Context: an optimization exercise on an open-source flow, tuned for small area. The choices shown serve that exercise and are no tape-out recipe. At most, simulation tests tie the RTL to the original design; equivalence was not proved. For runs 1 to 3, only the layout was checked, not whether the RTL still works. Power and IR drop assume default switching activity.

$ cat design/flow/config.mk
export PLATFORM = sky130hd
export DESIGN_NAME = mips_multicycle_core
export DESIGN_NICKNAME = mips_multicycle_core
export VERILOG_FILES = /design/flow/design.v
export SDC_FILE = /design/flow/constraint.sdc
export NUM_CORES = 4
export LEC_CHECK = 0
export CAP_MARGIN = 20
export CORE_MARGIN = 2
export CORE_UTILIZATION = 40
export SLEW_MARGIN = 20
export SYNTH_HIERARCHICAL = 1
export SYNTH_MINIMUM_KEEP_SIZE = 0
$ cat design/flow/run.sh
#!/bin/bash
# synth_recipe.tcl (not shown) runs the flow's synth.tcl, then flattens the netlist and writes it again
# the make line also repeats each setting of config.mk as NAME=value (left out here)
make -C /OpenROAD-flow-scripts/flow DESIGN_CONFIG=/design/flow/config.mk WORK_HOME=/design/flow/orfs CLKGATE_MAP_FILE= SYNTH_SCRIPT=/design/flow/synth_recipe.tcl finish
$ cat design/flow/constraint.sdc
create_clock -name core_clock -period 10.0 [get_ports {clk}]
set_input_delay 2.0000 -clock core_clock [delete_from_list [all_inputs] [get_ports {clk}]]
set_output_delay 2.0000 -clock core_clock [all_outputs]
set_load 0.01 [all_outputs]
$ cat design/flow/design.v
module mmc_ao222n (input logic [2:0] s, input logic [2:0] d, output logic yn);
  assign yn = ~((s[0] & d[0]) | (s[1] & d[1]) | (s[2] & d[2]));
endmodule
module mmc_nand11 (input logic [10:0] a, output logic y);
  assign y = ~(&a);
endmodule
module mmc_mux33 (
  input  logic [32:0]      sel,
  input  logic [33*32-1:0] d,
  output logic [31:0]      y
);
  for (genvar i = 0; i < 32; i++) begin : g_bit
    logic [10:0] yn;
    for (genvar g = 0; g < 11; g++) begin : g_grp
      mmc_ao222n u_ao (.s(sel[3*g +: 3]),
                       .d({d[32*(3*g+2)+i], d[32*(3*g+1)+i], d[32*(3*g)+i]}), .yn(yn[g]));
    end
    mmc_nand11 u_or (.a(yn), .y(y[i]));
  end
endmodule
module mips_multicycle_core #(
  parameter int unsigned ADDR_W   = 10,
  parameter logic [31:0] RESET_PC = 32'h0000_0000,
  parameter int unsigned CNT_W    = 32
) (
  input  logic              clk,
  input  logic              rst,
  output logic              mem_req,
  output logic              mem_we,
  output logic [ADDR_W-1:0] mem_addr,
  output logic [31:0]       mem_wdata,
  input  logic [31:0]       mem_rdata,
  input  logic              mem_ready,
  input  logic [4:0]        dbg_reg_addr,
  output logic [31:0]       dbg_reg_data,
  output logic [31:0]       pc_out,
  output logic              halted,
  output logic [CNT_W-1:0]  instr_count
);
  localparam int NS = 33;
  localparam logic [5:0] SL_PC = 6'd0, SL_CNT = 6'd32;
  localparam logic [5:0] OP_RTYPE = 6'h00, OP_J = 6'h02, OP_BEQ = 6'h04;
  localparam logic [5:0] OP_ADDI  = 6'h08, OP_LW = 6'h23, OP_SW = 6'h2B;
  localparam logic [5:0] FN_ADD = 6'h20, FN_SUB = 6'h22, FN_AND = 6'h24;
  localparam logic [5:0] FN_OR  = 6'h25, FN_SLT = 6'h2A;
  typedef enum logic [3:0] {
    S_CLR, S_FETCH, S_DEC, S_SH, S_WB, S_MEM, S_PCW, S_HALT1, S_HALT2, S_HALT
  } state_t;
  state_t        state;
  logic [NS*32-1:0] ring;      
  logic [5:0]    q;            
  logic [31:0]   acc, ir;
  logic [4:0]    bc;           
  logic          cy;           
  logic          pcpass;       
  logic          pcinc_p, cntinc_p;
  logic [5:0] opc, fn;
  logic [4:0] rs, rt, rd;
  logic is_r, is_j, is_beq, is_addi, is_lw, is_sw, is_mem, legal;
  logic f_sub, f_and, f_or, f_slt;
  assign opc = ir[31:26];
  assign fn  = ir[5:0];
  assign rs  = ir[25:21];
  assign rt  = ir[20:16];
  assign rd  = ir[15:11];
  assign is_r    = (opc == OP_RTYPE);
  assign is_j    = (opc == OP_J);
  assign is_beq  = (opc == OP_BEQ);
  assign is_addi = (opc == OP_ADDI);
  assign is_lw   = (opc == OP_LW);
  assign is_sw   = (opc == OP_SW);
  assign is_mem  = is_lw | is_sw;
  assign f_sub   = (fn == FN_SUB);
  assign f_and   = (fn == FN_AND);
  assign f_or    = (fn == FN_OR);
  assign f_slt   = (fn == FN_SLT);
  assign legal   = (is_r & ((fn == FN_ADD) | f_sub | f_and | f_or | f_slt)) |
                   is_j | is_beq | is_addi | is_lw | is_sw;
  logic [5:0]  ms;        
  logic        ms_v;      
  logic [6:0]  pdiff;
  logic [5:0]  pos;
  logic [31:0] mm;
  always_comb begin
    ms   = SL_PC;
    ms_v = 1'b1;
    case (state)
      S_DEC:   begin ms = {1'b0, rs}; ms_v = (rs != 5'd0); end
      S_SH, S_MEM: begin ms = {1'b0, rt}; ms_v = (rt != 5'd0); end
      S_HALT2: ms = SL_CNT;
      S_HALT:  begin ms = {1'b0, dbg_reg_addr}; ms_v = (dbg_reg_addr != 5'd0); end
      S_CLR:   ms_v = 1'b0;
      default: ;
    endcase
    if (rst) ms_v = 1'b0;
  end
  assign pdiff = {1'b0, ms} - {1'b0, q};
  assign pos   = pdiff[6] ? 6'(pdiff + 7'd33) : pdiff[5:0];
  logic [NS-1:0] msel;
  always_comb
    for (int j = 0; j < NS; j++) msel[j] = ms_v && (pos == 6'(j));
  mmc_mux33 u_mm (.sel(msel), .d(ring), .y(mm));
  logic [4:0] k;
  logic       a, b, bx, sum, cout, res, cnext, ibit, sub_m, last;
  assign k = pcpass ? (bc - 5'd2) : bc;
  assign a = acc[0];
  always_comb begin
    if (pcpass && bc < 5'd2)               ibit = 1'b0;
    else if (!is_j && k >= 5'd16)          ibit = ir[15];
    else                                   ibit = ir[k];
    b     = (!pcpass && (is_r || is_beq)) ? mm[bc] : ibit;
    if (pcpass && is_j) b = 1'b0;
    sub_m = !pcpass && is_r && (f_sub || f_slt);
    bx    = b ^ sub_m;
    sum   = a ^ bx ^ cy;
    cout  = (a & bx) | (a & cy) | (bx & cy);
    res   = sum;
    cnext = cout;
    if (pcpass) begin
      if (is_j) res = (bc < 5'd2) ? 1'b0 : (bc < 5'd28) ? ibit : a;
    end else if (is_beq) begin
      cnext = cy & ~(a ^ b);
    end else if (is_r) begin
      if (f_and)      res = a & b;
      else if (f_or)  res = a | b;
      else if (f_slt) begin
        res = 1'b0;
        if (bc == 5'd31) cnext = (a ^ b) ? a : sum;
      end
    end
  end
  assign last = (!pcpass && is_mem) ? (bc == 5'(ADDR_W + 1)) : (bc == 5'd31);
  logic [5:0] tslot;
  logic       tskip, wr_acc, inc_pc, inc_cnt;
  logic [31:0] wword, tap, tap_inc;
  always_comb begin
    if (pcpass)    begin tslot = SL_PC;        tskip = 1'b0; end
    else if (is_r) begin tslot = {1'b0, rd};   tskip = (rd == 5'd0); end
    else           begin tslot = {1'b0, rt};   tskip = (rt == 5'd0); end
  end
  assign tap     = ring[31:0];
  assign wr_acc  = (state == S_CLR) || (state == S_WB && !tskip && q == tslot);
  assign inc_pc  = pcinc_p  && (q == SL_PC);
  assign inc_cnt = cntinc_p && (q == SL_CNT);
  assign tap_inc = tap + {29'd0, inc_pc, 1'b0, inc_cnt};
  assign wword   = {acc[31:1], acc[0] | (state == S_WB && !pcpass && is_r && f_slt && cy)};
  always_ff @(posedge clk) begin
    ring <= {(wr_acc ? wword : tap_inc), ring[NS*32-1:32]};
  end
  logic fetch_go;
  assign fetch_go = (state == S_FETCH) && !pcinc_p && !cntinc_p;
  always_ff @(posedge clk) begin
    if (rst) begin
      state    <= S_CLR;
      q        <= '0;
      pcinc_p  <= 1'b0;
      cntinc_p <= 1'b0;
      acc      <= mm;             
    end else begin
      q <= (q == 6'd32) ? 6'd0 : q + 6'd1;
      if (inc_pc)  pcinc_p  <= 1'b0;
      if (inc_cnt) cntinc_p <= 1'b0;
      case (state)
        S_CLR: if (q == 6'd32) state <= S_FETCH;
        S_FETCH: if (fetch_go && mem_ready) begin
          ir      <= mem_rdata;
          pcinc_p <= 1'b1;
          state   <= S_DEC;
        end
        S_DEC: begin
          if (!legal) state <= S_HALT1;
          else begin
            cntinc_p <= 1'b1;
            if (is_j) state <= S_PCW;
            else begin
              acc    <= mm;
              bc     <= '0;
              cy     <= (is_r && (f_sub || f_slt)) || is_beq;
              pcpass <= 1'b0;
              state  <= S_SH;
            end
          end
        end
        S_PCW: if (!pcinc_p) begin
          acc    <= mm;
          bc     <= '0;
          cy     <= 1'b0;
          pcpass <= 1'b1;
          state  <= S_SH;
        end
        S_SH: begin
          acc <= {res, acc[31:1]};
          bc  <= bc + 5'd1;
          cy  <= cnext;
          if (last) begin
            if (pcpass)      state <= S_WB;
            else if (is_mem) state <= S_MEM;
            else if (is_beq) state <= cnext ? S_PCW : S_FETCH;
            else             state <= S_WB;
          end
        end
        S_WB: if (tskip || q == tslot) state <= S_FETCH;
        S_MEM: if (mem_ready) begin
          if (is_lw) begin
            acc   <= mem_rdata;
            state <= S_WB;
          end else state <= S_FETCH;
        end
        S_HALT1: if (!pcinc_p) begin
          acc   <= mm;
          state <= S_HALT2;
        end
        S_HALT2: begin
          ir    <= mm;
          state <= S_HALT;
        end
        default: ;
      endcase
    end
  end
  assign mem_req      = fetch_go || (state == S_MEM);
  assign mem_we       = (state == S_MEM) && is_sw;
  assign mem_addr     = (state == S_FETCH) ? mm[ADDR_W+1:2] : acc[31:32-ADDR_W];
  assign mem_wdata    = mm;
  assign dbg_reg_data = mm;
  assign pc_out       = acc;
  assign halted       = (state == S_HALT);
  assign instr_count  = CNT_W'(ir);
endmodule
==> flow_summary.ini, run 1 <==
[pwr]
p_int_mw = 7.31
peakVddDrop_mv = 0.130
pwr_density_cell_nw_per_um2 = 222
power_frac_comb_pct = 2.1
seqPwrFrac_pct = 52.0
netSwitchingPower_mw = 1.99
clkPwrFrac_pct = 45.9
leakage_nw = 16.1
p_sw_share_pct = 21.4

[critical_path]
cp-end-kind = primary output
r2r_end = acc[31]$_DFFE_PP_
crit_type = input pin to primary output
critPathLaunchType = input pin
r2r_cells = 30
worstPathArrival_ns = 7.80
critPathMaxFanout = 8
rrSetupSlack_ns = 0.95
crit_required_ns = 8.00
r2r-start = state[0]$_SDFFE_PP0P_
crit_start = dbg_reg_addr[0]

[worst_hold_path]
worstHoldStart = ring[829]$_DFF_P_
min_path_type = register to register
min_to = ring[797]$_DFF_P_
holdPathStages = 0

[synthesis]
syn_area_per_cell_sq_um = 14.0
synth_area_leaders = dfxtp_1 64%, a222oi_1 11%, edfxtp_1 6.4%
syn_inst = 2377
ys.flop_type = dfxtp_1
netlist.area_leader.share_pct = 64.4
syn-num-nets = 2437
yosys_register_bits = 1139
yosysSeqAreaShare_pct = 70.8
yosysTopAreaCell = dfxtp_1
synthArstFlopShare_pct = 0
yosys_warnings = 7
synth-edff-count = 71
ys_types = 73
synth_area_sq_um = 33200

[grt]
grt_start_max_net_pins = 47
grt_overflow = 0
first_global_vias = 23600
track_usage_pct = 26.3
antenna_found_initial = 4
grt_pass1_wl_microns = 165000

[clock_tree]
cts_tree = yes
clk_latency_ns = 0.68
ctsHoldBuffers = 0
cts_made_buffers = 105
clock-sinks = 1139
cts_max_level = 3
cts-root-buf = clkbuf_16
clkTransAtPathRegs_ns = 0.08
cts.path.max_buffers = 3

[timing]
drv_slew = 0
hold_ws_ns = 0.338
max_freq_mhz = 102
period_share_pct = 98.0
maxSlewHeadroom_pct = 29.2
skew_ns = 0.0265
tightest_slew_ns = 1.06
finalSetupViolCount = 0
rsz0062_at_grt = no
hold_viol = 0
fin_crit_ns = 9.80

[die]
start_util_pct = 40.4
die_width_microns = 292
die-height_microns = 292
dieArea_sq_um = 85300
placeableCoreArea_sq_um = 82100
num_rows = 105
ios = 181

[detailed_routing]
avgViaCountPerCell = 6.06
via_count = 23800
first_pass_iters = 9
drt-total-wl_microns = 116000
ant_nets = 0
drt_iter0_drc = 3546
wire_per_inst_microns = 29.5
drc_errors = 0

[finish]
seqCellArea_sq_um = 23500
drive_above_1_share_pct = 18.0
multi_input_area_sq_um = 9450
layout_commonest_cell = dfxtp_1
area_growth_syn_to_layout_pct = 26.0
fillers = 6791
stdcell_area_sq_um = 41800
layout.nets = 2828
final_cell_mix = 1,068 x dfxtp_1, 352 x a222oi_1, 179 x clkdlybuf4s50_1, 140 x buf_4, 114 x clkbuf_16

[place]
dp_hpwl_microns = 79900
gp_congestion = 0.909
port_buffers = 180
dpl_cell_area_sq_um = 37900

[run]
cap_violations = 0

[run_status]
status = finished clean
## per-module statistics from Yosys (local to each module, per instance), a selection
| module | cells inside | area, sq um |
|---|---|---|
| mips_multicycle_core | 1897 | 28900 |
| mmc_nand11 | 4 | 23.8 |
| mmc_ao222n | 1 | 10.0 |
## worst max-delay path: stages
cell,delay (ns)
clkdlybuf4s50_1,0.44
a22o_1,0.23
a21oi_1,0.12
ha_1,0.18
inv_1,0.06
fa_1,0.39
a21o_1,0.19
a21o_1,0.21
a211oi_2,0.28
nor2_1,0.17
and3_1,0.22
a31oi_2,0.23
buf_4,0.16
nand2b_2,0.17
buf_4,0.20
nor3_4,0.06
buf_12,0.15
buf_4,0.16
a222oi_1,0.47
nand3_1,0.27
or3_4,0.51
buf_4,0.18
mux2_2,0.25
clkdlybuf4s50_1,0.48
## worst max-delay path by stage
stage,endpoint,slack [ns],cells after the start
floorplan,acc[31]$_DFFE_PP_,0.28,27
global placement,mem_addr[6],-0.32,22
detailed placement,mem_addr[6],-0.13,22
CTS,mem_addr[8],0.04,21
global route,mem_addr[6],0.03,24
finish,mem_addr[6],0.20,24
## cell usage after synthesis (8+ instances only)
| cell | number |
|---|---|
| dfxtp_1 | 1068 |
| a222oi_1 | 352 |
| or3_1 | 35 |
| xnor2_1 | 32 |
| mux2i_1 | 22 |
| a31oi_1 | 8 |
| mux2_4 | 29 |
| nand2b_1 | 16 |
| nand3_1 | 53 |
| nor2_1 | 58 |
| buf_4 | 33 |
| a22oi_1 | 37 |
| xor2_1 | 16 |
| mux4_2 | 11 |
| a21oi_1 | 27 |
| clkbuf_1 | 34 |
| inv_1 | 20 |
| nand2_1 | 83 |
| nor3_1 | 51 |
| edfxtp_1 | 71 |
| mux2_2 | 44 |
| and3_1 | 17 |
| o21ai_0 | 48 |
| nand4_1 | 70 |
| ha_1 | 18 |
## sequential cells by signal (all words and copies together) (netlist names)
register	flops
ring	1056
acc	32
ir	32
q	6
bc	5
state	4
cntinc_p	1
cy	1
pcinc_p	1
pcpass	1
## area by class of cell
type,instances,area share [%]
flip-flops and latches,1139,56.2
inverters,20,0.179
repair buffers,360,8.70
well taps,1070,3.20
multi-input cells,1142,22.6
clock buffers,158,7.91
diodes,2,0.0120
clock inverters,41,1.22
## kinds of logic (layout without fill, tap and decap cells)
kind of cell             after synthesis  count (layout)  synth area share, %
buffers and inverters                 99             579                 1.69
multiplexers                         107             107                 4.29
adder cells (fa/ha/maj)               20              20                0.799
other                                  0               2                    0
AND/OR/NAND/NOR                      428             431                 6.82
flip-flops                          1139            1139                 70.8
XOR/XNOR                              48              48                 1.27
AO/OA/AOI/OAI                        536             536                 14.3
## repair_timing
item,in CTS,in global routing
pin swaps,0,10
gates cloned,0,3
hold endpoints to repair,0,0
gates resized for setup,2,11
endpoints found under the setup margin,6,32
setup buffers,0,4
## power by group through the flow
stage / Combinational (mW) / Clock, mW / Sequential (mW)
after detailed placement: 0.177 / 0 / 4.93
after global routing: 0.201 / 4.49 / 4.85
after floorplan: 0.0763 / 0 / 4.89
final: 0.192 / 4.27 / 4.83
after global placement: 0.173 / 0 / 4.92
after CTS: 0.179 / 4.30 / 4.83
## metrics by stage
| step | power [mW] | util, % | instances | worst slack (ns) | setup TNS [ns] |
|---|---|---|---|---|---|
| floorplan | 4.97 | - | 2377 | 0.282 | 0 |
| global placement | 5.10 | 46.1 | 3723 | -0.317 | -2.16 |
| detailed placement | 5.11 | 46.1 | 3723 | -0.129 | -0.273 |
| CTS | 9.31 | 50.8 | 3922 | 0.0417 | 0 |
| global route | 9.54 | 51.0 | 3930 | 0.0252 | 0 |
| finish | 9.30 | 51.0 | 3932 | 0.195 | 0 |
## metal layers
layer	track usage, %	up-vias	routed length [microns]
li1	-	10300	-
met1	36.6	12100	50400
met2	40.6	1253	51400
met3	5.85	182	10800
met4	8.91	4	3390
met5	0	-	28
==> run 2, diff against run 1 <==
--- a/design/flow/design.v
+++ b/design/flow/design.v
@@ -19,2 +19,7 @@
   end
+endmodule
+module mmc_rwbit (input logic t, input logic c, input logic w, input logic wr,
+                  output logic d, output logic co);
+  assign co = t & c;
+  assign d  = wr ? w : (t ^ c);
 endmodule
@@ -48,13 +53,12 @@
   } state_t;
-  state_t        state;
+  state_t           state;
   logic [NS*32-1:0] ring;      
-  logic [5:0]    q;            
-  logic [31:0]   acc, ir;
-  logic [4:0]    bc;           
-  logic          cy;           
-  logic          pcpass;       
-  logic          pcinc_p, cntinc_p;
+  logic [5:0]       q;         
+  logic [31:0]      acc, ir;
+  logic             cy;        
+  logic             pcpass;    
+  logic             pcinc_p, cntinc_p;
   logic [5:0] opc, fn;
   logic [4:0] rs, rt, rd;
-  logic is_r, is_j, is_beq, is_addi, is_lw, is_sw, is_mem, legal;
+  logic is_r, is_j, is_beq, is_lw, is_sw, is_mem, legal;
   logic f_sub, f_and, f_or, f_slt;
@@ -68,3 +72,2 @@
   assign is_beq  = (opc == OP_BEQ);
-  assign is_addi = (opc == OP_ADDI);
   assign is_lw   = (opc == OP_LW);
@@ -77,8 +80,9 @@
   assign legal   = (is_r & ((fn == FN_ADD) | f_sub | f_and | f_or | f_slt)) |
-                   is_j | is_beq | is_addi | is_lw | is_sw;
-  logic [5:0]  ms;        
-  logic        ms_v;      
-  logic [6:0]  pdiff;
-  logic [5:0]  pos;
-  logic [31:0] mm;
+                   is_j | is_beq | (opc == OP_ADDI) | is_lw | is_sw;
+  logic [5:0]    ms;        
+  logic          ms_v;      
+  logic [6:0]    pdiff;
+  logic [5:0]    pos;
+  logic [NS-1:0] msel;
+  logic [31:0]   mm;
   always_comb begin
@@ -87,7 +91,7 @@
     case (state)
-      S_DEC:   begin ms = {1'b0, rs}; ms_v = (rs != 5'd0); end
+      S_DEC:       begin ms = {1'b0, rs}; ms_v = (rs != 5'd0); end
       S_SH, S_MEM: begin ms = {1'b0, rt}; ms_v = (rt != 5'd0); end
-      S_HALT2: ms = SL_CNT;
-      S_HALT:  begin ms = {1'b0, dbg_reg_addr}; ms_v = (dbg_reg_addr != 5'd0); end
-      S_CLR:   ms_v = 1'b0;
+      S_HALT2:     ms = SL_CNT;
+      S_HALT:      begin ms = {1'b0, dbg_reg_addr}; ms_v = (dbg_reg_addr != 5'd0); end
+      S_CLR:       ms_v = 1'b0;
       default: ;
@@ -98,3 +102,2 @@
   assign pos   = pdiff[6] ? 6'(pdiff + 7'd33) : pdiff[5:0];
-  logic [NS-1:0] msel;
   always_comb
@@ -102,11 +105,12 @@
   mmc_mux33 u_mm (.sel(msel), .d(ring), .y(mm));
-  logic [4:0] k;
+  logic [4:0] bi, k;
   logic       a, b, bx, sum, cout, res, cnext, ibit, sub_m, last;
-  assign k = pcpass ? (bc - 5'd2) : bc;
-  assign a = acc[0];
+  assign bi = q[4:0];
+  assign k  = pcpass ? (bi - 5'd2) : bi;
+  assign a  = acc[0];
   always_comb begin
-    if (pcpass && bc < 5'd2)               ibit = 1'b0;
+    if (pcpass && bi < 5'd2)               ibit = 1'b0;
     else if (!is_j && k >= 5'd16)          ibit = ir[15];
     else                                   ibit = ir[k];
-    b     = (!pcpass && (is_r || is_beq)) ? mm[bc] : ibit;
+    b     = (!pcpass && (is_r || is_beq)) ? mm[bi] : ibit;
     if (pcpass && is_j) b = 1'b0;
@@ -119,3 +123,3 @@
     if (pcpass) begin
-      if (is_j) res = (bc < 5'd2) ? 1'b0 : (bc < 5'd28) ? ibit : a;
+      if (is_j) res = (bi < 5'd2) ? 1'b0 : (bi < 5'd28) ? ibit : a;
     end else if (is_beq) begin
@@ -127,3 +131,3 @@
         res = 1'b0;
-        if (bc == 5'd31) cnext = (a ^ b) ? a : sum;
+        if (bi == 5'd31) cnext = (a ^ b) ? a : sum;
       end
@@ -131,6 +135,7 @@
   end
-  assign last = (!pcpass && is_mem) ? (bc == 5'(ADDR_W + 1)) : (bc == 5'd31);
-  logic [5:0] tslot;
-  logic       tskip, wr_acc, inc_pc, inc_cnt;
-  logic [31:0] wword, tap, tap_inc;
+  assign last = (!pcpass && is_mem) ? (bi == 5'(ADDR_W + 1)) : (bi == 5'd31);
+  logic [5:0]  tslot;
+  logic        tskip, wr_acc, inc_pc, inc_cnt;
+  logic [31:0] wword, rin;
+  logic [32:0] rc;
   always_comb begin
@@ -140,3 +145,2 @@
   end
-  assign tap     = ring[31:0];
   assign wr_acc  = (state == S_CLR) || (state == S_WB && !tskip && q == tslot);
@@ -144,9 +148,15 @@
   assign inc_cnt = cntinc_p && (q == SL_CNT);
-  assign tap_inc = tap + {29'd0, inc_pc, 1'b0, inc_cnt};
   assign wword   = {acc[31:1], acc[0] | (state == S_WB && !pcpass && is_r && f_slt && cy)};
+  assign rc[0] = inc_cnt;
+  for (genvar i = 0; i < 32; i++) begin : g_rin
+    logic ci;
+    assign ci = (i == 2) ? (rc[i] | inc_pc) : rc[i];
+    mmc_rwbit u_rw (.t(ring[i]), .c(ci), .w(wword[i]), .wr(wr_acc), .d(rin[i]), .co(rc[i+1]));
+  end
   always_ff @(posedge clk) begin
-    ring <= {(wr_acc ? wword : tap_inc), ring[NS*32-1:32]};
-  end
-  logic fetch_go;
+    ring <= {rin, ring[NS*32-1:32]};
+  end
+  logic fetch_go, at_end;
   assign fetch_go = (state == S_FETCH) && !pcinc_p && !cntinc_p;
+  assign at_end   = (q == 6'd32);        
   always_ff @(posedge clk) begin
@@ -159,3 +169,3 @@
     end else begin
-      q <= (q == 6'd32) ? 6'd0 : q + 6'd1;
+      q <= at_end ? 6'd0 : q + 6'd1;
       if (inc_pc)  pcinc_p  <= 1'b0;
@@ -163,3 +173,3 @@
       case (state)
-        S_CLR: if (q == 6'd32) state <= S_FETCH;
+        S_CLR: if (at_end) state <= S_FETCH;
         S_FETCH: if (fetch_go && mem_ready) begin
@@ -171,11 +181,12 @@
           if (!legal) state <= S_HALT1;
-          else begin
+          else if (is_j) begin
             cntinc_p <= 1'b1;
-            if (is_j) state <= S_PCW;
-            else begin
-              acc    <= mm;
-              bc     <= '0;
-              cy     <= (is_r && (f_sub || f_slt)) || is_beq;
-              pcpass <= 1'b0;
-              state  <= S_SH;
+            state    <= S_PCW;
+          end else begin
+            acc    <= mm;
+            cy     <= (is_r && (f_sub || f_slt)) || is_beq;
+            pcpass <= 1'b0;
+            if (at_end) begin
+              cntinc_p <= 1'b1;
+              state    <= S_SH;
             end
@@ -185,6 +196,5 @@
           acc    <= mm;
-          bc     <= '0;
           cy     <= 1'b0;
           pcpass <= 1'b1;
-          state  <= S_SH;
+          if (at_end) state <= S_SH;
         end
@@ -192,3 +202,2 @@
           acc <= {res, acc[31:1]};
-          bc  <= bc + 5'd1;
           cy  <= cnext;
--- a/design/flow/config.mk
+++ b/design/flow/config.mk
@@ -10,2 +10,3 @@
 export CORE_UTILIZATION = 40
+export CTS_BUF_LIST = sky130_fd_sc_hd__clkbuf_2 sky130_fd_sc_hd__clkbuf_4
 export SLEW_MARGIN = 20
==> run 2 against run 1 <==
  * Utilization is 0.85 points lower
  * Worst setup slack worse by 0.086 ns
  * Total power is 48% higher
  * Critical path depth is 3 lower
  * Via count is 3.9% higher
  * Largest cell class unchanged
  * Highest routed layer unchanged
==> flow_summary.ini, run 2 <==
[synthesis]
synth-edff-count = 66
ys.flop_type = dfxtp_1
netlist.area_leader.share_pct = 64.9
yosys_register_bits = 1134
synth_most_common_cell = dfxtp_1
syn-num-nets = 2404
synth.cells.most_frequent = 1,068 x dfxtp_1, 357 x a222oi_1, 68 x nand4_1, 66 x edfxtp_1, 64 x buf_4
syn_area_per_cell_sq_um = 14.2
synth_area_leaders = dfxtp_1 65%, a222oi_1 11%, edfxtp_1 6.0%
yosys_warnings = 7
yosysTopAreaCell = dfxtp_1
synth_area_sq_um = 32900
syn_inst = 2316
yosysSeqAreaShare_pct = 71.0
ys_types = 72
synthArstFlopShare_pct = 0

[clock_tree]
clkTransAtPathRegs_ns = 0.07
cts_tree = yes
cts-root-buf = clkbuf_4
clk_latency_ns = 1.13
cts.path.max_buffers = 4
cts_made_buffers = 292
cts_max_level = 5
clock-sinks = 1134

[grt]
grt_pass1_wl_microns = 171000
grt_start_max_net_pins = 42
antenna_found_initial = 7
first_global_vias = 25300
track_usage_pct = 27.8
grt_overflow = 0

[detailed_routing]
drc_errors = 0
ant_nets = 0
drt_iter0_drc = 4465
drt-total-wl_microns = 122000
via_count = 24800
wire_per_inst_microns = 29.6
first_pass_iters = 10
avgViaCountPerCell = 6.00

[critical_path]
cp_slowest_cell = nor2_4
crit_type = input pin to primary output
critPathLaunchType = input pin
critPathMaxFanout = 21
crit_family = buffers and inverters
crit_required_ns = 8.00
cp-end-kind = primary output
crit_path_frequent_cell = buf_4
cp_cell_sequence = clkdlybuf4s50_1, a222oi_1, ha_1, inv_1, fa_1, a21o_1, a21oi_1, o21ai_1, a2111oi_2, buf_4, xnor2_1, nand2_1, buf_4, nor2_4, buf_12, a222oi_1, nand4_1, or3_1, buf_4, mux2_2, clkdlybuf4s50_1
r2r_cells = 36
crit_buf_inv = 7
worstPathArrival_ns = 7.89
cp.depth = 21
critPathMaxStageDelay_ns = 0.84

[place]
gp_congestion = 0.904
port_buffers = 180
place_ws_ns = -0.000353
dp_hpwl_microns = 77700

[finish]
layout.nets = 2962
area_growth_syn_to_layout_pct = 24.6
layout_commonest_cell = dfxtp_1
reg_top3 = ring (1056), acc (32), ir (32)
largest-register = ring
final_cell_mix = 1,068 x dfxtp_1, 422 x clkbuf_4, 357 x a222oi_1, 179 x clkdlybuf4s50_1, 148 x buf_4
drive_above_1_share_pct = 25.2
largest_reg_flops = 1056

[die]
num_rows = 105
die_width_microns = 291
start_util_pct = 40.2
ios = 181
placeableCoreArea_sq_um = 81800
dieArea_sq_um = 84600
die-height_microns = 291

[timing]
fin_crit_ns = 9.89
maxSlewHeadroom_pct = 20.0
finalSetupViolCount = 0
hold_viol = 0
fin_ws_ns = 0.109
max_freq_mhz = 101
rsz0062_at_grt = yes
skew_ns = 0.0981
tightest_slew_ns = 1.19
drv_slew = 0
period_share_pct = 98.9

[worst_hold_path]
holdPathStages = 0
min_path_type = register to register

[pwr]
leakage_nw = 16.2
pwr_density_cell_nw_per_um2 = 336
p_total_mw = 13.8
peakVddDrop_mv = 0.124

[run]
cap_violations = 0

[run_status]
status = finished clean
## run 2: cell count changes after synthesis, sizes merged, moves of 8 or more
cell,before,now
ha,18,46
nand2,83,63
mux2i,22,13
xnor2,32,16
clkbuf,34,25
and3,18,9
nor3,51,25
o21ai,49,59
xor2,16,4
nor2,58,50
buf,45,74
## run 2: modules after synthesis (local to each module, per instance), excerpt
| module | copies in the design | cells | cell area (sq um) | flip-flops and latches |
|---|---|---|---|---|
| mips_multicycle_core | 1 | 1772 | 27800 | 1134 |
| mmc_rwbit | 32 | 2 | 27.5 | 0 |
| mmc_nand11 | 32 | 4 | 23.8 | 0 |
| mmc_ao222n | 352 | 1 | 10.0 | 0 |
## run 2: worst paths after layout
path	start	end	slack, ns
max	dbg_reg_addr[0]	mem_addr[5]	0.11
min	ring[454]$_DFF_P_	ring[422]$_DFF_P_	0.27
max reg2reg	q[4]$_SDFF_PP0_	ring[1055]$_DFF_P_	1.06
min reg2reg	ring[454]$_DFF_P_	ring[422]$_DFF_P_	0.27
## run 2: per-layer routing
metal / track usage (%) / up-vias / wire (microns)
li1: - / 10500 / -
met1: 36.0 / 12400 / 50200
met2: 43.5 / 1578 / 54700
met3: 8.05 / 248 / 12800
met4: 11.6 / 4 / 4460
met5: 0 / - / 25
## run 2: layout make-up
| class | count | area, sq um |
|---|---|---|
| Antenna cell | 2 | 5.00 |
| Multi-Input combinational cell | 1066 | 9220 |
| Timing Repair Buffer | 357 | 3490 |
| Clock buffer | 422 | 3170 |
| Sequential cell | 1134 | 23400 |
| Inverter | 23 | 86.3 |
| Clock inverter | 50 | 348 |
| Fill cell | 7053 | 40800 |
| Tap cell | 1070 | 1340 |
## run 2: cell families (layout without fill, tap and decap cells)
logic type               Yosys count  count (layout)  share of synthesized area [%]
AND/OR/NAND/NOR                  349             355                           5.70
other                              0               2                              0
flip-flops                      1134            1134                           71.0
buffers and inverters            122             852                           2.14
adder cells (fa/ha/maj)           49              49                           1.90
AO/OA/AOI/OAI                    539             539                           14.5
XOR/XNOR                          21              21                          0.623
multiplexers                     102             102                           4.15
## run 2: per-stage QoR
step | util, % | std cells | area [sq um] | hold WS [ns] | setup TNS (ns)
after floorplan | - | 2316 | 32900 | 0.330 | 0
after global placement | 45.6 | 3637 | 37400 | 0.332 | 0
after detailed placement | 45.6 | 3637 | 37400 | 0.335 | -0.000353
after CTS | 50.0 | 4111 | 40900 | 0.265 | 0
after global routing | 50.1 | 4123 | 41000 | 0.263 | -0.0448
final | 50.1 | 4124 | 41000 | 0.273 | 0
## run 2: repair_timing
| action | CTS | global route |
|---|---|---|
| gates cloned | 2 | 4 |
| setup endpoints to repair | 2 | 19 |
| gates resized for setup | 1 | 4 |
| hold buffers | 0 | 0 |
| setup buffers | 0 | 6 |
| hold endpoints to repair | 0 | 0 |
| pin swaps | 2 | 7 |
## run 2: where the power goes
group,total [mW],internal [mW],switching (mW)
Combinational,2.13,0.960,1.17
Sequential,7.78,6.61,1.17
Clock,3.88,2.07,1.81
Total,13.8,9.65,4.15
==> run 3, diff against run 2 <==
--- a/design/flow/config.mk
+++ b/design/flow/config.mk
@@ -9,4 +9,7 @@
 export CORE_MARGIN = 2
-export CORE_UTILIZATION = 40
-export CTS_BUF_LIST = sky130_fd_sc_hd__clkbuf_2 sky130_fd_sc_hd__clkbuf_4
+export CORE_UTILIZATION = 65
+export CTS_BUF_LIST = sky130_fd_sc_hd__clkbuf_8
+export CTS_CLUSTER_DIAMETER = 60
+export CTS_CLUSTER_SIZE = 14
+export PLACE_DENSITY = 0.75
 export SLEW_MARGIN = 20
==> run 3 against run 2 <==
  * Still clean on timing, DRC and antenna
  * Via count fell by 4.4%
  * Global-route usage up 12 points
  * Sequential power is 0.5% higher
  * Clock skew down 0.040 ns
  * Synthesized cell count stayed put
  * Maximum frequency is 0.17% lower
  * Area after synthesis did not move
  * Largest power group unchanged
==> flow_summary.ini, run 3 <==
[run_status]
status = finished clean

[worst_hold_path]
min_path_type = register to register

[timing]
skew_ns = 0.0586
max_freq_mhz = 101
rsz0062_at_grt = no
hold_ws_ns = 0.314
finalSetupViolCount = 0
hold_viol = 0
tightest_slew_ns = 1.21
fin_ws_ns = 0.0921
drv_slew = 0
period_share_pct = 99.1
fin_crit_ns = 9.91
maxSlewHeadroom_pct = 18.8

[detailed_routing]
first_pass_iters = 11
drt_iter0_drc = 4671
drt-total-wl_microns = 110000
wire_per_inst_microns = 33.0
avgViaCountPerCell = 7.08
via_count = 23700
ant_nets = 0
drc_errors = 0

[finish]
final_cell_mix = 1,068 x dfxtp_1, 357 x a222oi_1, 179 x clkdlybuf4s50_1, 109 x buf_4, 92 x clkbuf_8
largest_reg_flops = 1056
layout.nets = 2731
fin_util_pct = 76.3
layout_commonest_cell = dfxtp_1
reg_top3 = ring (1056), acc (32), ir (32)
area_growth_syn_to_layout_pct = 16.0
drive_above_1_share_pct = 15.1
multi_input_area_sq_um = 9260
largest-register = ring
fillers = 3278
seqCellArea_sq_um = 23400

[die]
ios = 181
die_width_microns = 229
die-height_microns = 229
dieArea_sq_um = 52500
start_util_pct = 65.8
placeableCoreArea_sq_um = 50100
num_rows = 82

[synthesis]
synth_area_sq_um = 32900
yosysTopAreaCell = dfxtp_1
yosys_register_bits = 1134
syn_area_per_cell_sq_um = 14.2
netlist.area_leader.share_pct = 64.9
yosysSeqAreaShare_pct = 71.0
syn_inst = 2316
ys.flop_type = dfxtp_1
yosys_warnings = 7
ys_types = 72
synth_most_common_cell = dfxtp_1
synth.cells.most_frequent = 1,068 x dfxtp_1, 357 x a222oi_1, 68 x nand4_1, 66 x edfxtp_1, 64 x buf_4
synthArstFlopShare_pct = 0
syn-num-nets = 2404
synth-edff-count = 66
synth_area_leaders = dfxtp_1 65%, a222oi_1 11%, edfxtp_1 6.0%

[clock_tree]
cts_made_buffers = 92
ctsHoldBuffers = 0
cts.path.max_buffers = 3
cts_tree = yes
cts-root-buf = clkbuf_8
clkTransAtPathRegs_ns = 0.09
cts_max_level = 3
clk_latency_ns = 0.76
clock-sinks = 1134

[pwr]
p_total_mw = 12.1
pwr_density_cell_nw_per_um2 = 318
leakage_nw = 14.8
peakVddDrop_mv = 0.206

[critical_path]
critPathLaunchType = input pin
crit_type = input pin to primary output
crit_family = simple AND/OR/NAND/NOR gates
cp-end-kind = primary output
crit_buf_inv = 5
worstPathArrival_ns = 7.91
cp_slowest_cell = nor2_4
critPathMaxFanout = 23
critPathMaxStageDelay_ns = 0.94
cp_cell_sequence = clkdlybuf4s50_1, a222oi_1, ha_1, inv_1, fa_1, a21o_1, a21oi_1, o21ai_1, a2111oi_2, buf_4, xnor2_1, o21ai_0, buf_4, nor2_4, a222oi_1, nand3_1, or3_1, mux2_2, clkdlybuf4s50_1
crit_required_ns = 8.00

[grt]
track_usage_pct = 40.0
grt_overflow = 0
first_global_vias = 23700
grt_pass1_wl_microns = 155000
grt_start_max_net_pins = 42
antenna_found_initial = 3

[place]
port_buffers = 180
gp_congestion = 0.917
place_ws_ns = 0.108
dp_hpwl_microns = 68700

[run]
cap_violations = 0
-- run 3: final timing paths --
| check | startpoint | to | slack, ns | depth (start not counted) |
|---|---|---|---|---|
| max | dbg_reg_addr[0] | mem_addr[4] | 0.09 | 19 |
| min | ring[915]$_DFF_P_ | ring[883]$_DFF_P_ | 0.31 | 0 |
| max reg2reg | q[1]$_SDFF_PP0_ | ring[1055]$_DFF_P_ | 1.06 | 38 |
| min reg2reg | ring[915]$_DFF_P_ | ring[883]$_DFF_P_ | 0.31 | 0 |
-- run 3: stage by stage --
stage	TNS, ns	cell area [sq um]	instances
final	0	38200	3341
after global routing	0	38200	3340
after global placement	-0.887	36300	3180
after CTS	0	37800	3302
after floorplan	0	32900	2316
after detailed placement	0	36300	3183
-- run 3: repair_timing --
item,CTS,global route
resized for setup,0,3
hold endpoints to repair,0,0
buffers inserted,0,21
endpoints found under the setup margin,0,21
-- run 3: report_power, final --
part,total (mW),switching [mW],internal (mW)
Sequential,7.82,1.21,6.61
Combinational,2.04,1.14,0.904
Clock,2.28,1.43,0.851
Total,12.1,3.78,8.36
-- run 3: layer usage --
metal  global-route usage (%)  part of all wire [%]
met1                     52.7                    37
met2                     62.5                    45
met3                     8.52                    12
met4                     21.2                   6.0
met5                        0                 0.033
-- run 3: cells by family (layout without fill, tap and decap cells) --
| family | after synthesis | in the layout | share of synthesized area (%) |
|---|---|---|---|
| AOI/OAI and AO/OA | 539 | 539 | 14.5 |
| xor gates and xnor gates | 21 | 21 | 0.623 |
| adders and majority gates | 49 | 49 | 1.90 |
| buffers and inverters | 122 | 461 | 2.14 |
| DFF | 1134 | 1134 | 71.0 |
| muxes | 102 | 102 | 4.15 |
| other | 0 | 1 | 0 |
| and+or+nand+nor | 349 | 362 | 5.70 |
-- run 3: per-module statistics from Yosys, one instance, submodules excluded, a selection --
module | copies in the design | area, sq um | flip-flops and latches | cells
mips_multicycle_core | 1 | 27800 | 1134 | 1772
mmc_ao222n | 352 | 10.0 | 0 | 1
mmc_nand11 | 32 | 23.8 | 0 | 4
mmc_rwbit | 32 | 27.5 | 0 | 2
-- run 3: area by class of cell --
type                            instances  area share [%]
Antenna cell                            1         0.00655
Clock buffer                           92            3.31
Clock inverter                         27           0.426
Tap cell                              672            2.20
Timing Repair Buffer                  319            8.44
Multi-Input combinational cell       1073            24.2
Inverter                               23           0.226
Sequential cell                      1134            61.2
-- run 3: worst reg2reg max path, delay by kind of cell (launching register included) --
family | cells | cell delay [ns]
adders and majority gates | 33 | 7.34
and+or+nand+nor | 2 | 0.41
DFF | 1 | 0.34
AOI/OAI and AO/OA | 1 | 0.30
muxes | 1 | 0.26
buffers and inverters | 1 | 0.15
==> run 4, diff against run 3 <==
--- a/design/flow/design.v
+++ b/design/flow/design.v
@@ -3,2 +3,5 @@
 endmodule
+module mmc_ao22n (input logic [1:0] s, input logic [1:0] d, output logic yn);
+  assign yn = ~((s[0] & d[0]) | (s[1] & d[1]));
+endmodule
 module mmc_nand11 (input logic [10:0] a, output logic y);
@@ -6,5 +9,5 @@
 endmodule
-module mmc_mux33 (
-  input  logic [32:0]      sel,
-  input  logic [33*32-1:0] d,
+module mmc_mux32 (
+  input  logic [31:0]      sel,
+  input  logic [32*32-1:0] d,
   output logic [31:0]      y
@@ -13,3 +16,3 @@
     logic [10:0] yn;
-    for (genvar g = 0; g < 11; g++) begin : g_grp
+    for (genvar g = 0; g < 10; g++) begin : g_grp
       mmc_ao222n u_ao (.s(sel[3*g +: 3]),
@@ -17,2 +20,3 @@
     end
+    mmc_ao22n u_ao2 (.s(sel[31:30]), .d({d[32*31+i], d[32*30+i]}), .yn(yn[10]));
     mmc_nand11 u_or (.a(yn), .y(y[i]));
@@ -44,4 +48,4 @@
 );
-  localparam int NS = 33;
-  localparam logic [5:0] SL_PC = 6'd0, SL_CNT = 6'd32;
+  localparam int NS = 32;
+  localparam logic [4:0] SL_PC = 5'd0;
   localparam logic [5:0] OP_RTYPE = 6'h00, OP_J = 6'h02, OP_BEQ = 6'h04;
@@ -55,3 +59,5 @@
   logic [NS*32-1:0] ring;      
-  logic [5:0]       q;         
+  logic [4:0]       q;         
+  logic [31:0]      cr;        
+  logic             cc;        
   logic [31:0]      acc, ir;
@@ -81,6 +87,5 @@
                    is_j | is_beq | (opc == OP_ADDI) | is_lw | is_sw;
-  logic [5:0]    ms;        
+  logic [4:0]    ms;        
   logic          ms_v;      
-  logic [6:0]    pdiff;
-  logic [5:0]    pos;
+  logic [4:0]    pos;
   logic [NS-1:0] msel;
@@ -91,6 +96,5 @@
     case (state)
-      S_DEC:       begin ms = {1'b0, rs}; ms_v = (rs != 5'd0); end
-      S_SH, S_MEM: begin ms = {1'b0, rt}; ms_v = (rt != 5'd0); end
-      S_HALT2:     ms = SL_CNT;
-      S_HALT:      begin ms = {1'b0, dbg_reg_addr}; ms_v = (dbg_reg_addr != 5'd0); end
+      S_DEC:       begin ms = rs; ms_v = (rs != 5'd0); end
+      S_SH, S_MEM: begin ms = rt; ms_v = (rt != 5'd0); end
+      S_HALT:      begin ms = dbg_reg_addr; ms_v = (dbg_reg_addr != 5'd0); end
       S_CLR:       ms_v = 1'b0;
@@ -100,10 +104,9 @@
   end
-  assign pdiff = {1'b0, ms} - {1'b0, q};
-  assign pos   = pdiff[6] ? 6'(pdiff + 7'd33) : pdiff[5:0];
+  assign pos = ms - q;
   always_comb
-    for (int j = 0; j < NS; j++) msel[j] = ms_v && (pos == 6'(j));
-  mmc_mux33 u_mm (.sel(msel), .d(ring), .y(mm));
+    for (int j = 0; j < NS; j++) msel[j] = ms_v && (pos == 5'(j));
+  mmc_mux32 u_mm (.sel(msel), .d(ring), .y(mm));
   logic [4:0] bi, k;
   logic       a, b, bx, sum, cout, res, cnext, ibit, sub_m, last;
-  assign bi = q[4:0];
+  assign bi = q;
   assign k  = pcpass ? (bi - 5'd2) : bi;
@@ -136,10 +139,10 @@
   assign last = (!pcpass && is_mem) ? (bi == 5'(ADDR_W + 1)) : (bi == 5'd31);
-  logic [5:0]  tslot;
-  logic        tskip, wr_acc, inc_pc, inc_cnt;
+  logic [4:0]  tslot;
+  logic        tskip, wr_acc, inc_pc;
   logic [31:0] wword, rin;
-  logic [32:0] rc;
+  logic [32:2] rc;
   always_comb begin
     if (pcpass)    begin tslot = SL_PC;        tskip = 1'b0; end
-    else if (is_r) begin tslot = {1'b0, rd};   tskip = (rd == 5'd0); end
-    else           begin tslot = {1'b0, rt};   tskip = (rt == 5'd0); end
+    else if (is_r) begin tslot = rd;           tskip = (rd == 5'd0); end
+    else           begin tslot = rt;           tskip = (rt == 5'd0); end
   end
@@ -147,9 +150,7 @@
   assign inc_pc  = pcinc_p  && (q == SL_PC);
-  assign inc_cnt = cntinc_p && (q == SL_CNT);
   assign wword   = {acc[31:1], acc[0] | (state == S_WB && !pcpass && is_r && f_slt && cy)};
-  assign rc[0] = inc_cnt;
-  for (genvar i = 0; i < 32; i++) begin : g_rin
-    logic ci;
-    assign ci = (i == 2) ? (rc[i] | inc_pc) : rc[i];
-    mmc_rwbit u_rw (.t(ring[i]), .c(ci), .w(wword[i]), .wr(wr_acc), .d(rin[i]), .co(rc[i+1]));
+  assign rin[1:0] = wr_acc ? wword[1:0] : ring[1:0];
+  assign rc[2]    = inc_pc;
+  for (genvar i = 2; i < 32; i++) begin : g_rin
+    mmc_rwbit u_rw (.t(ring[i]), .c(rc[i]), .w(wword[i]), .wr(wr_acc), .d(rin[i]), .co(rc[i+1]));
   end
@@ -160,3 +161,9 @@
   assign fetch_go = (state == S_FETCH) && !pcinc_p && !cntinc_p;
-  assign at_end   = (q == 6'd32);        
+  assign at_end   = (q == 5'd31);        
+  logic cin;
+  assign cin = (q == 5'd0) ? cntinc_p : cc;
+  always_ff @(posedge clk) begin
+    cr <= {(state == S_CLR) ? 1'b0 : (cr[0] ^ cin), cr[31:1]};
+    cc <= cr[0] & cin;
+  end
   always_ff @(posedge clk) begin
@@ -169,5 +176,5 @@
     end else begin
-      q <= at_end ? 6'd0 : q + 6'd1;
+      q <= q + 5'd1;
       if (inc_pc)  pcinc_p  <= 1'b0;
-      if (inc_cnt) cntinc_p <= 1'b0;
+      if (q == 5'd0) cntinc_p <= 1'b0;
       case (state)
@@ -221,4 +228,4 @@
         end
-        S_HALT2: begin
-          ir    <= mm;
+        S_HALT2: if (q == 5'd0) begin
+          ir    <= cr;
           state <= S_HALT;
==> design/flow/flow/run.sh (new file) <==
#!/bin/bash
# Standard layout, with small port buffers and power (size) recovery after global routing.
cp standard.sh standard_sh.log
ls -la > workdir_listing.log
export BUFFER_PORTS_ARGS="-buffer_cell sky130_fd_sc_hd__buf_1"
export RECOVER_POWER=100
bash standard.sh > standard_run.log 2>&1
==> design/flow/standard.sh (new file) <==
#!/bin/bash
# synth_recipe.tcl (not shown) runs the flow's synth.tcl, then flattens the netlist and writes it again
# the make line also repeats each setting of config.mk as NAME=value (left out here)
make -C /OpenROAD-flow-scripts/flow DESIGN_CONFIG=/design/flow/config.mk WORK_HOME=/design/flow/orfs CLKGATE_MAP_FILE= SYNTH_SCRIPT=/design/flow/synth_recipe.tcl "${@:-finish}"
removed: design/flow/run.sh
==> run 4 against run 3 <==
  * Now fails the layout checks on capacitance limit, slew limit
  * Clock-buffer cell count is 1 higher
  * Total power is 7.6% lower
  * Hold slack better by 0.029 ns
  * Final cell count is 4.1% lower
  * Clock skew is 0.027 ns lower
  * Register-to-register slack worse by 0.03 ns
  * Highest routed layer is now met4
  * Global-route usage is 0.57 points lower
  * Critical path depth is 1 lower
  * Wire length is 5.2% lower
  * Design area is 6.2% lower
  * Sequential share of layout area is 4.0 points higher
==> flow_summary.ini, run 4 <==
[run_status]
status = complete, but fails checks
so_faults = capacitance limit, slew limit

[place]
gp_congestion = 1.01
port_buffers = 180
dp_hpwl_microns = 66400

[finish]
fillers = 3412
fin_util_pct = 71.9
largest-register = ring
layout_commonest_cell = dfxtp_1
drive_above_1_share_pct = 11.4
layout.nets = 2585
area_growth_syn_to_layout_pct = 9.61
final_cell_mix = 1,068 x dfxtp_1, 320 x a222oi_1, 176 x buf_1, 93 x clkbuf_8, 67 x nand4_1
largest_reg_flops = 1024

[clock_tree]
ctsHoldBuffers = 0
clk_latency_ns = 0.72
cts_tree = yes
clock-sinks = 1134
cts_made_buffers = 92
cts_setup_buffers = 0
cts_resized = 0
cts-root-buf = clkbuf_8
cts.path.max_buffers = 3
cts_max_level = 3
clkTransAtPathRegs_ns = 0.08

[synthesis]
yosysTopAreaCell = dfxtp_1
synth_area_leaders = dfxtp_1 65%, a222oi_1 9.8%, edfxtp_1 6.1%
syn-num-nets = 2340
yosys_warnings = 7
synth_most_common_cell = dfxtp_1
synthArstFlopShare_pct = 0
synth.cells.most_frequent = 1,068 x dfxtp_1, 320 x a222oi_1, 67 x nand4_1, 66 x edfxtp_1, 65 x nor2_1
yosys_register_bits = 1134
synth-edff-count = 66
ys_types = 85
syn_inst = 2256
ys.flop_type = dfxtp_1
synth_area_sq_um = 32700
yosysSeqAreaShare_pct = 71.5
netlist.area_leader.share_pct = 65.4
syn_area_per_cell_sq_um = 14.5

[critical_path]
crit_type = input pin to primary output
cp_slowest_cell = clkbuf_1
r2r-start = state[2]$_SDFFE_PP0P_
worstPathArrival_ns = 7.49
critPathLaunchType = input pin
rrSetupSlack_ns = 1.03
crit_required_ns = 8.00
critPathMaxFanout = 20
crit_start = dbg_reg_addr[0]
critPathMaxStageDelay_ns = 0.97
cp_cell_sequence = buf_1, a22o_1, a21oi_1, ha_1, inv_1, fa_1, a21o_1, a21oi_1, xnor2_1, xnor2_1, or4_1, nor2_4, clkbuf_1, a222oi_1, nand4_1, or3_1, mux2_1, buf_1
cp-end-kind = primary output

[timing]
skew_ns = 0.0317
fin_crit_ns = 9.49
tightest_slew_ns = 2.97
hold_viol = 0
tns_ns = 0
finalSetupViolCount = 0
maxSlewHeadroom_pct = -98.0
hold_ws_ns = 0.343
period_share_pct = 94.9
rsz0062_at_grt = no
drv_slew = 151
max_freq_mhz = 105

[run]
cap_violations = 6

[die]
num_rows = 82
placeableCoreArea_sq_um = 49900
start_util_pct = 65.6
dieArea_sq_um = 52100
ios = 181
die_width_microns = 228
die-height_microns = 228

[pwr]
p_int_mw = 7.68
peakVddDrop_mv = 0.181
clkPwrFrac_pct = 20.1
seqPwrFrac_pct = 64.7
power_frac_comb_pct = 15.2
leakage_nw = 13.7
pwr_density_cell_nw_per_um2 = 313
netSwitchingPower_mw = 3.54
p_total_mw = 11.2
p_sw_share_pct = 31.6

[detailed_routing]
drc_errors = 0
wire_per_inst_microns = 32.6
drt-total-wl_microns = 104000
via_count = 23000
first_pass_iters = 10
avgViaCountPerCell = 7.17
ant_nets = 0
drt_iter0_drc = 4536

[grt]
antenna_found_initial = 0
track_usage_pct = 39.5
first_global_vias = 22400
grt_start_max_net_pins = 50
grt_pass1_wl_microns = 151000
grt_overflow = 0

[worst_hold_path]
worstHoldStart = ring[329]$_DFF_P_
min_path_type = register to register
run 4: changes by cell type after synthesis, sizes merged, moves of 7 or more:
cell    previous run  this run
a222oi           357       320
a22oi             32        69
buf               74        43
nor2              50        66
o21ai             59        44
clkbuf            25        36
inv               22        12
nor3              25        15
xnor2             16         9
run 4: cell type report:
cell class                      instances  area [sq um]  area share (%)
Timing Repair Buffer                  230          1170            3.28
Inverter                               14          52.6           0.147
Clock buffer                           93          1280            3.57
Tap cell                              672           841            2.35
Multi-Input combinational cell       1029          8970            25.0
Sequential cell                      1134         23400            65.2
Clock inverter                         32           153           0.426
Antenna cell                            1          2.50         0.00698
run 4: final timing paths:
path | to | cells after the start
worst max-delay path | mem_addr[1] | 18
worst min-delay path | ring[297]$_DFF_P_ | 0
worst max register to register | acc[31]$_DFFE_PP_ | 29
worst min register to register | ring[297]$_DFF_P_ | 0
run 4: routing by layer:
layer	track usage [%]	vias to the layer above	share of wire, %
li1	-	9443	-
met2	58.6	1811	43
met5	0	-	0
met3	9.28	359	13
met4	21.1	0	5.6
met1	54.0	11400	38
run 4: per-stage QoR:
| step | worst slack [ns] | instances | cell area (sq um) |
|---|---|---|---|
| floorplan | 1.35 | 2256 | 32700 |
| detailed placement | 1.07 | 3079 | 34600 |
| global route | 0.452 | 3204 | 35800 |
| finish | 0.513 | 3205 | 35800 |
| global placement | 1.14 | 3079 | 34600 |
| CTS | 1.16 | 3204 | 36000 |
run 4: cell families after synthesis:
logic type	share of synthesized area, %
flops	71.5
simple gates	6.01
compound gates	14.6
xor+xnor	0.398
mux	4.29
fa+ha+maj	1.73
buf+inv	1.51
run 4: power groups by stage:
stage               sequential, mW  clock (mW)  combinational, mW
global placement              7.19           0               1.72
global route                  7.40        2.43               1.77
floorplan                     6.93           0               1.10
detailed placement            7.29           0               1.73
CTS                           7.21        2.27               1.74
finish                        7.26        2.25               1.71
run 4: per-module statistics from Yosys (local to each module, per instance), excerpt:
module	flip-flops and latches	cells	copies in the design	cell area [sq um]
mips_multicycle_core	1134	1716	1	27500
mmc_ao222n	0	1	320	10.0
mmc_ao22n	0	1	32	12.5
mmc_nand11	0	4	32	23.8
mmc_rwbit	0	2	30	27.5
run 4: critical path, delay by kind of cell:
| kind | cells | cell delay, ns |
|---|---|---|
| muxes | 1 | 0.23 |
| adders and majority gates | 2 | 0.60 |
| xor gates and xnor gates | 2 | 0.38 |
| AOI/OAI and AO/OA | 5 | 0.95 |
| and+or+nand+nor | 4 | 2.02 |
| buffers and inverters | 4 | 1.28 |
==> run 5, diff against run 4 <==
==> design/flow/run.sh (new file) <==
#!/bin/bash
# synth_recipe.tcl (not shown) runs the flow's synth.tcl, then flattens the netlist and writes it again
# the make line also repeats each setting of config.mk as NAME=value (left out here)
make -C /OpenROAD-flow-scripts/flow DESIGN_CONFIG=/design/flow/config.mk WORK_HOME=/design/flow/orfs CLKGATE_MAP_FILE= SYNTH_SCRIPT=/design/flow/synth_recipe.tcl finish
removed: design/flow/flow/run.sh
removed: design/flow/standard.sh
==> run 5 against run 4 <==
  * Now clean on timing, DRC and antenna
  * Critical path depth did not move
  * Flip-flop and latch count did not move
  * Maximum frequency fell by 1.2%
  * Worst setup slack got worse by 0.12 ns
  * Synthesized cell count did not move
  * Final cell count rose by 1.1%
  * Hold slack got worse by 0.028 ns
  * Sequential share of layout area fell by 2.5 points
  * Total power rose by 3.8%
  * Clock power barely moved
  * Utilization rose by 2.9 points
  * Critical path type unchanged
  * Critical endpoint is now mem_addr[5]
  * Highest routed layer unchanged
==> flow_summary.ini, run 5 <==
[run_status]
status = finished clean

[timing]
tightest_slew_ns = 1.11
hold_viol = 0
maxSlewHeadroom_pct = 25.6
period_share_pct = 96.0
fin_crit_ns = 9.60
skew_ns = 0.0508
max_freq_mhz = 104
drv_slew = 0
hold_ws_ns = 0.315
tns_ns = 0
rsz0062_at_grt = no
finalSetupViolCount = 0

[critical_path]
cp_slowest_cell = nor2_4
crit_required_ns = 8.00
cp_cell_sequence = clkdlybuf4s50_1, a22o_1, a21oi_1, ha_1, inv_1, fa_1, a21o_1, a21oi_1, xnor2_1, xor2_1, or4_1, nor2_4, buf_4, a222oi_1, nand4_1, or3_1, mux2_2, clkdlybuf4s50_1
crit_type = input pin to primary output
worstPathArrival_ns = 7.60
critPathLaunchType = input pin
cp-end-kind = primary output
critPathMaxStageDelay_ns = 0.69
critPathMaxFanout = 18

[synthesis]
synth_area_sq_um = 32700
synth-edff-count = 66
yosysSeqAreaShare_pct = 71.5
synth_area_leaders = dfxtp_1 65%, a222oi_1 9.8%, edfxtp_1 6.1%
syn_area_per_cell_sq_um = 14.5
synth.cells.most_frequent = 1,068 x dfxtp_1, 320 x a222oi_1, 67 x nand4_1, 66 x edfxtp_1, 65 x nor2_1
synthMuxAreaShare_pct = 4.29
yosys_register_bits = 1134
yosys.area_share.xor_xnor_pct = 0.398
yosysTopAreaCell = dfxtp_1
synth_most_common_cell = dfxtp_1
synthArstFlopShare_pct = 0
synth_top_family_by_area = compound AO/OA/AOI/OAI gates
ys.flop_type = dfxtp_1
synthAdderAreaFrac_pct = 1.73
syn-num-nets = 2340
ys_types = 85
netlist.area_leader.share_pct = 65.4
synth_compound_area_share_pct = 14.6
yosys_warnings = 7
syn_inst = 2256
synth-simple-area-share_pct = 6.01

[finish]
largest_reg_flops = 1024
fin_util_pct = 74.8
seqCellArea_sq_um = 23400
drive_above_1_share_pct = 14.3
layout_commonest_cell = dfxtp_1
largest-register = ring
final_cell_mix = 1,068 x dfxtp_1, 320 x a222oi_1, 179 x clkdlybuf4s50_1, 95 x clkbuf_8, 75 x buf_4
multi_input_area_sq_um = 9100
fillers = 3291
layout.nets = 2616
area_growth_syn_to_layout_pct = 14.0
fin_cells = 3239

[detailed_routing]
wire_per_inst_microns = 32.0
drt-total-wl_microns = 104000
drc_errors = 0
avgViaCountPerCell = 6.98
ant_nets = 0
via_count = 22600
drt_iter0_drc = 4145
first_pass_iters = 10

[pwr]
leakage_nw = 14.4
pwr_density_cell_nw_per_um2 = 313
p_total_mw = 11.7
peakVddDrop_mv = 0.189

[place]
dp_hpwl_microns = 68900
gp_congestion = 0.926
dp_cells = 3109
port_buffers = 180

[die]
start_util_pct = 65.6
placeableCoreArea_sq_um = 49900
num_rows = 82
die-height_microns = 228
ios = 181
dieArea_sq_um = 52100
die_width_microns = 228

[grt]
first_global_vias = 22800
grt_overflow = 0
antenna_found_initial = 2
grt_pass1_wl_microns = 151000
grt_start_max_net_pins = 49
track_usage_pct = 39.3

[worst_hold_path]
min_path_type = register to register

[clock_tree]
cts.path.max_buffers = 3
cts-root-buf = clkbuf_8
clkTransAtPathRegs_ns = 0.09
ctsHoldBuffers = 0
cts_tree = yes
clock-sinks = 1134
cts_setup_buffers = 0
cts_made_buffers = 93
clk_latency_ns = 0.73
cts_resized = 0
cts_max_level = 3

[run]
cap_violations = 0
[run 5: area by class of cell]
| class | instances | share of cell area (%) |
|---|---|---|
| Clock inverter | 32 | 0.406 |
| Timing Repair Buffer | 260 | 6.58 |
| Multi-Input combinational cell | 1029 | 24.4 |
| Sequential cell | 1134 | 62.7 |
| Clock buffer | 95 | 3.51 |
| Inverter | 14 | 0.141 |
| Tap cell | 672 | 2.26 |
| Antenna cell | 3 | 0.0201 |
[run 5: worst paths after layout]
path	start	endpoint	slack [ns]	cells past startpoint
hold / removal	ring[416]$_DFF_P_	ring[384]$_DFF_P_	0.31	0
hold reg to reg	ring[416]$_DFF_P_	ring[384]$_DFF_P_	0.31	0
setup / recovery	dbg_reg_addr[0]	mem_addr[5]	0.40	18
setup reg to reg	q[0]$_SDFF_PP0_	ring[1023]$_DFF_P_	1.11	35
[run 5: critical path, delay by kind of cell]
kind	cells	cell delay, ns
xor gates and xnor gates	2	0.39
and+or+nand+nor	4	2.00
muxes	1	0.27
buffers and inverters	4	1.48
adders and majority gates	2	0.60
AOI/OAI and AO/OA	5	0.86
[run 5: per-module statistics from Yosys, one instance, submodules excluded, a selection]
module / cells / flip-flops and latches / area [sq um] / times used
mips_multicycle_core: 1716 / 1134 / 27500 / 1
mmc_rwbit: 2 / 0 / 27.5 / 30
mmc_nand11: 4 / 0 / 23.8 / 32
mmc_ao22n: 1 / 0 / 12.5 / 32
mmc_ao222n: 1 / 0 / 10.0 / 320
[run 5: per-stage QoR]
stage	instance area [sq um]	setup WS, ns
global placement	35800	0.168
CTS	37300	0.504
detailed placement	35800	0.527
floorplan	32700	1.35
global route	37300	0.201
finish	37300	0.398
[run 5: kinds of logic (layout without fill, tap and decap cells)]
group / after synthesis / count (layout)
AO/OA/AOI/OAI: 515 / 515
XOR/XNOR: 14 / 14
adder cells (fa/ha/maj): 44 / 44
buffers and inverters: 93 / 401
flip-flops: 1134 / 1134
multiplexers: 100 / 100
other: 0 / 3
AND/OR/NAND/NOR: 356 / 356
[run 5: power breakdown]
part           internal [mW]  switching (mW)  total (mW)
Sequential              6.26            1.01        7.27
Combinational          0.956            1.14        2.10
Clock                  0.874            1.41        2.28
[run 5: metal layers]
layer | global-route usage (%) | part of all wire, %
met5 | 0 | 0
met4 | 19.8 | 5.2
met3 | 10.9 | 12
met2 | 61.1 | 45
met1 | 50.7 | 38
==> run 6, diff against run 5 <==
==> design/flow/flow/run.sh (new file) <==
#!/bin/bash
# The standard layout, with the port buffers made of the smallest buffer cell.
export BUFFER_PORTS_ARGS="-buffer_cell sky130_fd_sc_hd__buf_1"
bash standard.sh > standard_run.log 2>&1
==> design/flow/standard.sh (new file) <==
#!/bin/bash
# synth_recipe.tcl (not shown) runs the flow's synth.tcl, then flattens the netlist and writes it again
# the make line also repeats each setting of config.mk as NAME=value (left out here)
make -C /OpenROAD-flow-scripts/flow DESIGN_CONFIG=/design/flow/config.mk WORK_HOME=/design/flow/orfs CLKGATE_MAP_FILE= SYNTH_SCRIPT=/design/flow/synth_recipe.tcl "${@:-finish}"
removed: design/flow/run.sh
==> run 6 against run 5 <==
  * Still clean on timing, DRC and antenna
  * Global-route usage rose by 0.19 points
  * Wire length rose by 0.42%
  * Sequential share of layout area rose by 2.2 points
  * Area after synthesis did not move
  * Via count rose by 1.8%
  * Synthesized cell count did not move
  * Sequential power barely moved
  * Non-clock buffer count fell by 30
  * Register-to-register slack improved by 0.29 ns
  * Flip-flop and latch count did not move
  * Die area did not move
  * Critical path type unchanged
  * Largest cell class unchanged
==> flow_summary.ini, run 6 <==
[timing]
tns_ns = 0
tightest_slew_ns = 1.14
drv_slew = 0
rsz0062_at_grt = no
hold_ws_ns = 0.339
period_share_pct = 90.9
hold_viol = 0
fin_crit_ns = 9.09
fin_ws_ns = 0.911
max_freq_mhz = 110
maxSlewHeadroom_pct = 24.1
finalSetupViolCount = 0
skew_ns = 0.0302

[critical_path]
critPathMaxStageDelay_ns = 0.85
crit_type = input pin to primary output
crit_family = simple AND/OR/NAND/NOR gates
critPathMaxFanout = 19
cp_slowest_cell = nor2_4
cp-end-kind = primary output
worstPathArrival_ns = 7.09
critPathLaunchType = input pin
crit_buf_inv = 4
crit_required_ns = 8.00
cp_cell_sequence = buf_1, a22o_1, a21oi_1, ha_1, inv_1, fa_1, a21o_1, a21oi_1, xnor2_1, xor2_1, nand3_1, nor2_4, buf_4, a222oi_1, nand3_1, or3_1, mux2_2, buf_1

[pwr]
power_frac_comb_pct = 15.8
netSwitchingPower_mw = 3.55
leakage_nw = 13.8
pwr_density_cell_nw_per_um2 = 314
clkPwrFrac_pct = 19.9
seqPwrFrac_pct = 64.2
peakVddDrop_mv = 0.186
p_sw_share_pct = 31.4
p_int_mw = 7.75

[die]
placeableCoreArea_sq_um = 49900
die-height_microns = 228
die_width_microns = 228
num_rows = 82
start_util_pct = 65.6
ios = 181
dieArea_sq_um = 52100

[finish]
largest-register = ring
fillers = 3369
area_growth_syn_to_layout_pct = 10.1
drive_above_1_share_pct = 13.2
layout_commonest_cell = dfxtp_1
diodes = 0
final_cell_mix = 1,068 x dfxtp_1, 320 x a222oi_1, 179 x buf_1, 93 x clkbuf_8, 67 x nand4_1
layout.nets = 2585
largest_reg_flops = 1024

[clock_tree]
ctsHoldBuffers = 0
cts.path.max_buffers = 3
clkTransAtPathRegs_ns = 0.09
clk_latency_ns = 0.72
cts_max_level = 3
cts_made_buffers = 92
cts_tree = yes
cts-root-buf = clkbuf_8
cts_resized = 0
cts_setup_buffers = 0
clock-sinks = 1134

[detailed_routing]
avgViaCountPerCell = 7.19
drt_iter0_drc = 4504
wire_per_inst_microns = 32.5
drt-total-wl_microns = 104000
first_pass_iters = 10
via_count = 23000
ant_nets = 0
drc_errors = 0

[grt]
antenna_found_initial = 0
grt_start_max_net_pins = 50
grt_pass1_wl_microns = 151000
met2_usage_pct = 58.6
busiest_layer = met2
first_global_vias = 22400
grt_overflow = 0
met1_usage_pct = 54.0
track_usage_pct = 39.5
grt_util_met3_pct = 9.28

[synthesis]
netlist.area_leader.share_pct = 65.4
synthArstFlopShare_pct = 0
synth.cells.most_frequent = 1,068 x dfxtp_1, 320 x a222oi_1, 67 x nand4_1, 66 x edfxtp_1, 65 x nor2_1
ys.flop_type = dfxtp_1
yosysTopAreaCell = dfxtp_1
yosys_register_bits = 1134
synth_most_common_cell = dfxtp_1
synth-edff-count = 66
yosys_warnings = 7
synth_area_sq_um = 32700
yosysSeqAreaShare_pct = 71.5
synth_area_leaders = dfxtp_1 65%, a222oi_1 9.8%, edfxtp_1 6.1%
syn-num-nets = 2340
ys_types = 85
syn_inst = 2256
syn_area_per_cell_sq_um = 14.5

[run]
cap_violations = 0

[place]
gp_congestion = 1.01
dp_hpwl_microns = 66400
port_buffers = 180
place_ws_ns = 1.07

[run_status]
status = finished clean

[worst_hold_path]
min_path_type = register to register
==> run 6: cell counts after synthesis <==
No cell type changed its count.
==> run 6: cell families (layout without fill, tap and decap cells) <==
logic type,Yosys count,after routing,synth area share [%]
compound gates,515,515,14.6
xor+xnor,14,14,0.398
fa+ha+maj,44,44,1.73
buf+inv,93,369,1.51
flops,1134,1134,71.5
mux,100,100,4.29
simple gates,356,356,6.01
==> run 6: power groups by stage <==
stage / sequential, mW / clock (mW) / combinational, mW
3_5_place_dp: 7.29 / 0 / 1.73
2_1_floorplan: 6.93 / 0 / 1.10
5_1_grt: 7.40 / 2.43 / 1.85
4_1_cts: 7.21 / 2.27 / 1.74
6_report: 7.26 / 2.25 / 1.79
3_3_place_gp: 7.19 / 0 / 1.72
==> run 6: routing by layer <==
| layer | vias up | share of wire [%] |
|---|---|---|
| met5 | - | 0 |
| met4 | 0 | 5.8 |
| met3 | 371 | 13 |
| met2 | 1849 | 43 |
| met1 | 11400 | 38 |
| li1 | 9438 | - |
==> run 6: worst paths after layout <==
check	startpoint	to	slack [ns]	cells after the start
worst max-delay path	dbg_reg_addr[0]	mem_addr[5]	0.91	18
worst min register to register	ring[128]$_DFF_P_	ring[96]$_DFF_P_	0.34	0
worst max register to register	q[0]$_SDFF_PP0_	ring[1023]$_DFF_P_	1.40	35
worst min-delay path	ring[128]$_DFF_P_	ring[96]$_DFF_P_	0.34	0
==> run 6: modules after synthesis, one instance, submodules excluded, a selection <==
module,flip-flops and latches,times used,cells
mips_multicycle_core,1134,1,1716
mmc_ao222n,0,320,1
mmc_ao22n,0,32,1
mmc_nand11,0,32,4
mmc_rwbit,0,30,2
==> run 6: metrics by stage <==
step / util [%] / instance area, sq um / instances / power [mW]
after floorplan: - / 32700 / 2256 / 8.04
after global placement: 69.3 / 34600 / 3079 / 8.91
after CTS: 72.2 / 36000 / 3204 / 11.2
after detailed placement: 69.3 / 34600 / 3079 / 9.02
final: 72.2 / 36000 / 3204 / 11.3
after global routing: 72.2 / 36000 / 3204 / 11.7
==> run 6: layout make-up <==
cell class	instances	area (sq um)	area share [%]
clock buffers	93	1280	3.56
clock inverters	32	153	0.424
inverters	14	52.6	0.146
multi-input cells	1029	9110	25.3
flip-flops and latches	1134	23400	64.9
well taps	672	841	2.34
repair buffers	230	1200	3.34

## re-timing with driven ports
Ports are ideal in the flow. The routed layouts listed here were re-timed in OpenROAD.
Step 1, drivers: a clkbuf_16 drives clk and a buf_2 each remaining input, both assumed.
Step 2 times the ports against the registers' clock, not the clock port: input delays grow and output delays shrink by t, the midpoint of the rising clock arrivals with the driver on.
a / b / c = no drivers / after step 1 / after step 2; a / b = the first two.
run | t (ns) | setup WS [ns]
run 1 | 0.736 | 0.195 / 0.166 / -0.160
run 2 | 1.148 | 0.109 / 0.059 / -0.278
run 3 | 0.789 | 0.092 / 0.027 / -0.178
run 4 | 0.767 | 0.513 / 0.449 / 0.192
run 5 | 0.762 | 0.398 / 0.369 / 0.369
run 6 | 0.768 | 0.911 / 0.845 / 0.789
With both steps, setup timing fails in run 1, run 2 and run 3, where it was met with ideal ports.
